Background: an optimization exercise with open tools, aiming at a short achievable clock period and few clock cycles. Do not read the settings as production practice. At most, simulation tests tie the RTL to the original design; equivalence was not proved. No activity file was given, so power comes from the tool's default toggle rates.

==> run a <==
## cvpCore
module cvpCore (
  input  logic               Clk1,
  input  logic               reset,
  input  logic [16-1:0] DataIn,
  output logic [16-1:0] Addr,
  output logic [16-1:0] dataOut,
  output logic               RD,
  output logic               WR,
  output logic               V
);
clock: 15.0 ns
lec_check: 0
abc_clock_period_in_ps: 4000
cap_margin: 20
core_margin: 2
core_utilization: 45
slew_margin: 20
standard.sh (not shown) runs the stock make flow with config.mk's settings and CLKGATE_MAP_FILE= SYNTH_SCRIPT=/design/flow/synth_recipe.tcl, a recipe that flattens the netlist after the stock synthesis.
==> flow/flow/run.sh <==
#!/bin/bash
# Standard ORFS layout, with repair aiming well below the clock period.
set -euo pipefail
MARGIN=${MARGIN:-10.5}
bash standard.sh SETUP_SLACK_MARGIN=$MARGIN finish > flow_standard.log 2>&1
==> inputs of run b, as changes to run a <==
--- a/flow/design.v
+++ b/flow/design.v
@@ -202,21 +202,28 @@
   output logic               V
 );
   localparam int Q = 12;
   logic [63:0] vreg [8];
   logic [15:0] sreg [8];
   logic        flag;
+  logic        resetQ;
   logic [15:0] addrQ;
   logic        rdQ;
   logic        wrQ;
   logic [15:0] doutQ;
+  logic [15:0] addrI;
+  logic [2:0]  stCnt;
   logic        t1Fetch, t1Load;
   logic [15:0] t1Pc;
   logic [1:0]  t1Lane;
   logic [2:0]  t1Dst;
   logic        t2Fetch, t2Load;
+  logic        t1Is, t2Is;
+  logic        kv, kJ;
+  logic [15:0] kaddr, kword, kTarget;
+  logic        injQ;
   logic [15:0] t2Pc;
   logic [1:0]  t2Lane;
   logic [2:0]  t2Dst;
   logic [15:0] fbase;
   logic        finc;
   logic [Q-1:0] qv;
@@ -266,69 +273,84 @@
   logic vaddHaz;
   assign vaddHaz = (p1v && (p1d == fa || p1d == fb)) ||
                    (p2v && (p2d == fa || p2d == fb)) ||
                    (p3v && (p3d == fa || p3d == fb)) ||
                    ldPend(fa) || ldPend(fb) || ldPend(fd);
   logic stall, issue;
-  assign stall = wrQ ||
+  assign stall = stCnt != 3'd0 ||
                  (isMem && seqLeft != 2'd0) ||
                  (isVadd && vaddHaz) ||
                  ((isSst || isVst) && (p1v || p2v)) ||
                  (isVst && p3v && p3d == fd);
   assign issue = hv && !stall;
   logic match, flush;
   logic [15:0] redirect;
   always_comb begin
-    match = t2Fetch && t2Pc == addrQ;
+    match = (t2Fetch && t2Pc == addrI) || (injQ && kaddr == addrI);
     for (int i = 0; i < Q; i++) begin
-      if (qv[i] && qpc[i] == addrQ) match = 1'b1;
+      if (qv[i] && qpc[i] == addrI) match = 1'b1;
     end
   end
-  assign flush    = wrQ && match;
-  assign redirect = qv[0] ? qpc[0] : t2Pc;
-  logic        jNow;
-  logic [15:0] jTarget;
-  logic [12:0] jLo;
-  logic [3:0]  jHi;
-  assign jNow     = t2Fetch && DataIn[15:12] == 4'h8 && DataIn[11:0] != 12'd1;
-  logic [3:0] pcHiM1, pcHiP1;
-  assign pcHiM1 = t2Pc[15:12] - 4'd1;
-  assign pcHiP1 = t2Pc[15:12] + 4'd1;
-  cvpAdd #(.W(12)) u_jLo (
-    .a (t2Pc[11:0]), .b (DataIn[11:0]), .cin (1'b0), .sum (jLo[11:0]), .cout (jLo[12])
-  );
-  always_comb begin
-    case ({DataIn[11], jLo[12]})
-      2'b00:   jHi = t2Pc[15:12];
-      2'b01:   jHi = pcHiP1;
-      2'b10:   jHi = pcHiM1;
-      default: jHi = t2Pc[15:12];
-    endcase
+  assign flush    = stCnt != 3'd0 && match;
+  assign redirect = qv[0] ? qpc[0] : (injQ ? kaddr : t2Pc);
+  logic        isJ, jShort, jNowS, jLongNow, jNow;
+  logic        jlPend;
+  logic [15:0] jlPc;
+  logic [11:0] jlOff;
+  logic [15:0] jTargetS, jlTarget;
+  assign isJ      = t2Fetch && DataIn[15:12] == 4'h8;
+  assign jShort   = DataIn[11:3] == 9'h000 || DataIn[11:3] == 9'h1FF;
+  assign jNowS    = isJ && jShort && DataIn[11:0] != 12'd1;
+  assign jLongNow = isJ && !jShort;
+  assign jNow     = jNowS || jlPend;
+  logic [15:0] jCand [16];
+  function automatic logic [15:0] jOff4(input logic [3:0] k);
+    jOff4 = {{12{k[3]}}, k};
+  endfunction
+  logic [15:0] jCandX [16];
+  logic [15:0] kHit;
+  logic        kWordJ, hitNow, kUse;
+  assign kUse = kv && kJ && !(stCnt != 3'd0 && addrI == kaddr);
+  for (genvar k = 0; k < 16; k++) begin : g_kHit
+    assign kHit[k]   = kUse && jCand[k] == kaddr;
+    assign jCandX[k] = kHit[k] ? kTarget : jCand[k];
   end
-  assign jTarget = {jHi, jLo[11:0]};
+  assign jTargetS = jCandX[DataIn[3:0]];
+  assign kWordJ   = DataIn[15:12] == 4'h8 && jShort && DataIn[11:0] != 12'd1;
+  assign hitNow   = kHit[DataIn[3:0]];
+  for (genvar k = 0; k < 16; k++) begin : g_jCand
+    always_ff @(posedge Clk1) jCand[k] <= t1Pc + jOff4(4'(k));
+  end
+  cvpAdd #(.W(16)) u_jlTarget (
+    .a (jlPc), .b ({{4{jlOff[11]}}, jlOff}), .cin (1'b0), .sum (jlTarget), .cout ()
+  );
   logic       room, dataNext, doFetch;
   logic [15:0] seqFetch;
   logic        jSel;
   assign room      = !qv[Q-1] && !(qv[Q-2] && (t1Fetch || t2Fetch)) &&
                      !(qv[Q-3] && t1Fetch && t2Fetch);
   assign dataNext  = (issue && isMem) || seqLeft != 2'd0;
   assign doFetch   = !dataNext && room;
   cvpAdd #(.W(16)) u_seqFetch (
     .a (fbase), .b (16'd0), .cin (finc), .sum (seqFetch), .cout ()
   );
   assign jSel      = jNow && !flush;
+  logic [15:0] fetchNoJ;
+  logic        useJ;
+  assign fetchNoJ = (jlPend && !flush) ? jlTarget : seqFetch;
+  assign useJ     = jNowS && doFetch && !flush;
   logic [15:0] sa, sd, base;
   logic [63:0] va, vb, vd;
   assign sa   = sreg[fa];
   assign sd   = sreg[fd];
   cvpAdd #(.W(16)) u_base (
     .a (sa), .b ({10'd0, hi[5:0]}), .cin (1'b0), .sum (base), .cout ()
   );
   logic [15:0] addrInc;
   cvpAdd #(.W(16)) u_addrInc (
-    .a (addrQ), .b (16'd0), .cin (1'b1), .sum (addrInc), .cout ()
+    .a (addrI), .b (16'd0), .cin (1'b1), .sum (addrInc), .cout ()
   );
   assign va   = vreg[fa];
   assign vb   = vreg[fb];
   assign vd   = vreg[fd];
   logic [10:0] s1SigBig [4];
   logic [10:0] s1SigSmall [4];
@@ -428,30 +450,39 @@
         qiN[i]  = qiX[i];
         qpcN[i] = qpcX[i];
       end
     end
     qvS = qvN;
     for (int i = 0; i < Q; i++) begin
-      if (t2Fetch && !qvS[i] && (i == 0 || qvS[(i + Q - 1) % Q])) begin
+      if ((t2Fetch || injQ) && !qvS[i] && (i == 0 || qvS[(i + Q - 1) % Q])) begin
         qvN[i]  = 1'b1;
-        qiN[i]  = DataIn;
-        qpcN[i] = t2Pc;
+        qiN[i]  = injQ ? kword : DataIn;
+        qpcN[i] = injQ ? kaddr : t2Pc;
       end
     end
     if (flush) qvN = '0;
   end
+  always_ff @(posedge Clk1) resetQ <= reset;
   always_ff @(posedge Clk1) begin
-    if (reset) begin
+    if (resetQ) begin
       addrQ   <= '0;
+      addrI   <= '0;
+      stCnt   <= '0;
+      doutQ   <= '0;
       rdQ     <= 1'b1;
       wrQ     <= 1'b0;
       t1Fetch <= 1'b1;
       t1Load  <= 1'b0;
       t1Pc    <= '0;
       t2Fetch <= 1'b0;
       t2Load  <= 1'b0;
+      t1Is    <= 1'b1;
+      t2Is    <= 1'b0;
+      kv      <= 1'b0;
+      injQ    <= 1'b0;
+      jlPend  <= 1'b0;
       fbase   <= '0;
       finc    <= 1'b1;
       qv      <= '0;
       seqLeft <= '0;
       p1v     <= 1'b0;
       p2v     <= 1'b0;
@@ -459,56 +490,85 @@
       flag    <= 1'b0;
       for (int i = 0; i < 8; i++) begin
         vreg[i] <= '0;
         sreg[i] <= '0;
       end
     end else begin
-      t2Fetch <= t1Fetch && !((jNow || flush) );
+      t2Fetch <= t1Fetch && !(jNowS || jLongNow || jlPend || flush);
+      jlPend  <= jLongNow && !flush;
+      jlPc    <= t2Pc;
+      jlOff   <= DataIn[11:0];
       t2Load  <= t1Load;
       t2Pc    <= t1Pc;
+      t2Is    <= t1Is;
+      injQ    <= useJ && hitNow;
+      if (t2Is && !t2Fetch) begin
+        kv      <= !(stCnt != 3'd0 && addrI == t2Pc);
+        kJ      <= kWordJ;
+        kaddr   <= t2Pc;
+        kword   <= DataIn;
+        kTarget <= jCand[DataIn[3:0]];
+      end else if (stCnt != 3'd0 && addrI == kaddr) begin
+        kv      <= 1'b0;
+      end
       t2Lane  <= t1Lane;
       t2Dst   <= t1Dst;
       t1Load <= 1'b0;
       t1Fetch <= 1'b0;
+      t1Is    <= 1'b0;
       doutQ   <= '0;  
       if (issue && isMem) begin
         addrQ   <= base;
+        addrI   <= base;
+        stCnt   <= isVld ? 3'd0 : (isSst ? 3'd1 : 3'd4);
         rdQ     <= isVld;
         wrQ     <= !isVld;
         doutQ   <= isSst ? sd : vd[15:0];
         t1Load  <= isVld;
         t1Lane  <= 2'd0;
         t1Dst   <= fd;
         seqLeft <= isSst ? 2'd0 : 2'd3;
         seqLoad <= isVld;
         seqLane <= 2'd1;
         seqDst  <= fd;
       end else if (seqLeft != 2'd0) begin
         addrQ   <= addrInc;
+        addrI   <= addrInc;
+        stCnt   <= stCnt - {2'd0, stCnt != 3'd0};
         doutQ   <= vreg[seqDst][seqLane*16 +: 16];
         t1Load  <= seqLoad;
         t1Lane  <= seqLane;
         t1Dst   <= seqDst;
         seqLeft <= seqLeft - 2'd1;
         seqLane <= seqLane + 2'd1;
       end else if (doFetch) begin
-        addrQ   <= jSel ? jTarget : seqFetch;
+        addrQ   <= fetchNoJ;
+        stCnt   <= stCnt - {2'd0, stCnt != 3'd0};
         rdQ     <= 1'b1;
         wrQ     <= 1'b0;
         t1Fetch <= !flush;
-        t1Pc    <= jSel ? jTarget : seqFetch;
+        t1Is    <= 1'b1;
+        t1Pc    <= fetchNoJ;
       end else begin
         addrQ   <= seqFetch;  
+        stCnt   <= stCnt - {2'd0, stCnt != 3'd0};
         rdQ     <= 1'b0;
         wrQ     <= 1'b0;
       end
+      if (useJ) begin
+        addrQ <= jTargetS;
+        t1Pc  <= jTargetS;
+      end
       if (flush) begin
         fbase <= redirect;
         finc  <= 1'b0;
-      end else if (jNow) begin
-        fbase <= jTarget;
+      end else if (jNowS) begin
+        fbase <= jTargetS;
+        finc  <= doFetch;
+      end else if (jlPend) begin
+        fbase <= jlTarget;
         finc  <= doFetch;
       end else if (doFetch) begin
         fbase <= seqFetch;
         finc  <= 1'b1;
       end
       qv <= qvN;
@@ -524,12 +584,18 @@
       if (p3v) begin
         vreg[p3d] <= {s4Sum[3], s4Sum[2], s4Sum[1], s4Sum[0]};
         flag      <= |s4Ovf;
       end
       if (t2Load) vreg[t2Dst][t2Lane*16 +: 16] <= DataIn;
     end
+    if (reset) begin
+      addrQ <= '0;
+      doutQ <= '0;
+      rdQ   <= 1'b1;
+      wrQ   <= 1'b0;
+    end
   end
   assign Addr    = addrQ;
   assign dataOut = doutQ;
   assign RD      = rdQ;
   assign WR      = wrQ;
   assign V       = flag;
==> flow/flow/run.sh (replaced) <==
#!/bin/bash
# Standard ORFS layout, with repair aiming well below the clock period.
set -euo pipefail
MARGIN=${MARGIN:-11.2}
bash standard.sh SETUP_SLACK_MARGIN=$MARGIN finish > flow_standard.log 2>&1
--- a/flow/config.mk
+++ b/flow/config.mk
@@ -5,8 +5,8 @@
 export SDC_FILE = /design/flow/constraint.sdc
 export NUM_CORES = 4
 export LEC_CHECK = 0
 export ABC_CLOCK_PERIOD_IN_PS = 4000
 export CAP_MARGIN = 20
 export CORE_MARGIN = 2
-export CORE_UTILIZATION = 45
+export CORE_UTILIZATION = 60
 export SLEW_MARGIN = 20
==> inputs of run c, as changes to run a <==
--- a/flow/design.v
+++ b/flow/design.v
@@ -282,43 +282,50 @@
     for (int i = 0; i < Q; i++) begin
       if (qv[i] && qpc[i] == addrQ) match = 1'b1;
     end
   end
   assign flush    = wrQ && match;
   assign redirect = qv[0] ? qpc[0] : t2Pc;
-  logic        jNow;
-  logic [15:0] jTarget;
-  logic [12:0] jLo;
-  logic [3:0]  jHi;
-  assign jNow     = t2Fetch && DataIn[15:12] == 4'h8 && DataIn[11:0] != 12'd1;
-  logic [3:0] pcHiM1, pcHiP1;
-  assign pcHiM1 = t2Pc[15:12] - 4'd1;
-  assign pcHiP1 = t2Pc[15:12] + 4'd1;
-  cvpAdd #(.W(12)) u_jLo (
-    .a (t2Pc[11:0]), .b (DataIn[11:0]), .cin (1'b0), .sum (jLo[11:0]), .cout (jLo[12])
-  );
-  always_comb begin
-    case ({DataIn[11], jLo[12]})
-      2'b00:   jHi = t2Pc[15:12];
-      2'b01:   jHi = pcHiP1;
-      2'b10:   jHi = pcHiM1;
-      default: jHi = t2Pc[15:12];
-    endcase
+  logic        isJ, jShort, jNowS, jLongNow, jNow;
+  logic        jlPend;
+  logic [15:0] jlPc;
+  logic [11:0] jlOff;
+  logic [15:0] jTargetS, jlTarget;
+  assign isJ      = t2Fetch && DataIn[15:12] == 4'h8;
+  assign jShort   = DataIn[11:3] == 9'h000 || DataIn[11:3] == 9'h1FF;
+  assign jNowS    = isJ && jShort && DataIn[11:0] != 12'd1;
+  assign jLongNow = isJ && !jShort;
+  assign jNow     = jNowS || jlPend;
+  logic [15:0] jCand [16];
+  function automatic logic [15:0] jOff4(input logic [3:0] k);
+    jOff4 = {{12{k[3]}}, k};
+  endfunction
+  assign jTargetS = jCand[DataIn[3:0]];
+  for (genvar k = 0; k < 16; k++) begin : g_jCand
+    always_ff @(posedge Clk1) jCand[k] <= t1Pc + jOff4(4'(k));
   end
-  assign jTarget = {jHi, jLo[11:0]};
+  cvpAdd #(.W(16)) u_jlTarget (
+    .a (jlPc), .b ({{4{jlOff[11]}}, jlOff}), .cin (1'b0), .sum (jlTarget), .cout ()
+  );
   logic       room, dataNext, doFetch;
   logic [15:0] seqFetch;
   logic        jSel;
   assign room      = !qv[Q-1] && !(qv[Q-2] && (t1Fetch || t2Fetch)) &&
                      !(qv[Q-3] && t1Fetch && t2Fetch);
   assign dataNext  = (issue && isMem) || seqLeft != 2'd0;
-  assign doFetch   = !dataNext && room;
+  assign doFetch   = !dataNext && room && !jLongNow;
   cvpAdd #(.W(16)) u_seqFetch (
     .a (fbase), .b (16'd0), .cin (finc), .sum (seqFetch), .cout ()
   );
   assign jSel      = jNow && !flush;
+  logic [15:0] fetchAddr;
+  always_comb begin
+    if (jNowS && !flush)       fetchAddr = jTargetS;
+    else if (jlPend && !flush) fetchAddr = jlTarget;
+    else                       fetchAddr = seqFetch;
+  end
   logic [15:0] sa, sd, base;
   logic [63:0] va, vb, vd;
   assign sa   = sreg[fa];
   assign sd   = sreg[fd];
   cvpAdd #(.W(16)) u_base (
     .a (sa), .b ({10'd0, hi[5:0]}), .cin (1'b0), .sum (base), .cout ()
@@ -439,19 +446,21 @@
     end
     if (flush) qvN = '0;
   end
   always_ff @(posedge Clk1) begin
     if (reset) begin
       addrQ   <= '0;
+      doutQ   <= '0;
       rdQ     <= 1'b1;
       wrQ     <= 1'b0;
       t1Fetch <= 1'b1;
       t1Load  <= 1'b0;
       t1Pc    <= '0;
       t2Fetch <= 1'b0;
       t2Load  <= 1'b0;
+      jlPend  <= 1'b0;
       fbase   <= '0;
       finc    <= 1'b1;
       qv      <= '0;
       seqLeft <= '0;
       p1v     <= 1'b0;
       p2v     <= 1'b0;
@@ -459,13 +468,16 @@
       flag    <= 1'b0;
       for (int i = 0; i < 8; i++) begin
         vreg[i] <= '0;
         sreg[i] <= '0;
       end
     end else begin
-      t2Fetch <= t1Fetch && !((jNow || flush) );
+      t2Fetch <= t1Fetch && !(jNowS || jLongNow || flush);
+      jlPend  <= jLongNow && !flush;
+      jlPc    <= t2Pc;
+      jlOff   <= DataIn[11:0];
       t2Load  <= t1Load;
       t2Pc    <= t1Pc;
       t2Lane  <= t1Lane;
       t2Dst   <= t1Dst;
       t1Load <= 1'b0;
       t1Fetch <= 1'b0;
@@ -488,27 +500,27 @@
         t1Load  <= seqLoad;
         t1Lane  <= seqLane;
         t1Dst   <= seqDst;
         seqLeft <= seqLeft - 2'd1;
         seqLane <= seqLane + 2'd1;
       end else if (doFetch) begin
-        addrQ   <= jSel ? jTarget : seqFetch;
+        addrQ   <= fetchAddr;
         rdQ     <= 1'b1;
         wrQ     <= 1'b0;
         t1Fetch <= !flush;
-        t1Pc    <= jSel ? jTarget : seqFetch;
+        t1Pc    <= fetchAddr;
       end else begin
         addrQ   <= seqFetch;  
         rdQ     <= 1'b0;
         wrQ     <= 1'b0;
       end
       if (flush) begin
         fbase <= redirect;
         finc  <= 1'b0;
       end else if (jNow) begin
-        fbase <= jTarget;
+        fbase <= fetchAddr;
         finc  <= doFetch;
       end else if (doFetch) begin
         fbase <= seqFetch;
         finc  <= 1'b1;
       end
       qv <= qvN;
==> comparison <==
- Against run c, the register-to-register slack of run a is worse by 0.33 ns.
- Clock skew: run c > run b > run a.
- In run a the count of clock-buffer cells in the layout is lower than in run b, by 25.
- Run a ran to the end with no violations. Run b completed without violations. Run c went through all stages and came out clean.
- The lowest via count belongs to run a, the highest to run b.
- Critical path depth, lowest first: run c, run b, run a.
- The highest die area belongs to run c, the lowest to run b.
- Of run c and run b, run b has the higher utilization (gap 20 points).
- Non-clock buffer count: run b is higher than run a (507).
==> figures <==
item	run b	run a	run c
PD cells	215 mW/mm^2	193 mW/mm^2	192 mW/mm^2
Total power of the final layout	27.5 mW	19.5 mW	21.9 mW
Tightest slew margin relative to the limit	9.98%	15.3%	20.2%
Depth of the most critical reg-to-reg path	12	24	7
Number of setup buffers added after CTS	341	76	108
Number of global-route vias before repair	87016	64081	73275
Die Height	426 um	451 um	475 um
Count of filler cells inserted in the layout	11801	16986	19031
Core ar.	0.177 sq mm	0.198 sq mm	0.220 sq mm
Proportion of synthesized chip area in sequential cells	44.6%	45.3%	45.9%
Final Instance Count excl. Fillers	12655	10117	11670
Routed vias	92054	65600	76181
Die Width	426 um	451 um	475 um
Global placer's final weighted congestion	1.02	0.964	0.993
Run status	finished clean	finished clean	finished clean
Sequential power	8.01 mW	6.08 mW	6.96 mW
PnR worst setup slack	10.24 ns	9.14 ns	10.39 ns
Post-Synthesis Net Count	10079	7599	8767
Testbench counts of run c, summed over its fixed seeds: cycles 14,720.
Function not checked in run a and run b: the RTL went through the layout flow alone.

-- what the ideal ports hide --
No port has a modelled driver above. Below, the same layouts with a new extraction and two added sets of constraints.
Step 1, drivers: a clkbuf_16 drives Clk1 and a buf_2 each remaining input, both assumed.
Step 2 also shifts input and output timing later by t, the mid clock arrival at the registers, as if the neighbouring blocks saw the same clock.
Slacks: ideal ports / drivers / drivers and shift; pairs: ideal ports / drivers.
run	t, ns	setup WS [ns]	worst data-port slew with drivers (ns)
run a	0.925	9.143 / 9.193 / 8.268	0.29
run b	0.958	10.238 / 9.996 / 9.039	0.47
run c	0.946	10.385 / 10.385 / 9.528	0.08
After both steps setup and hold are still met in every run listed. For run b, which loses most, drivers alone change the setup slack by -0.242 ns; drivers and shift together by -1.199 ns.
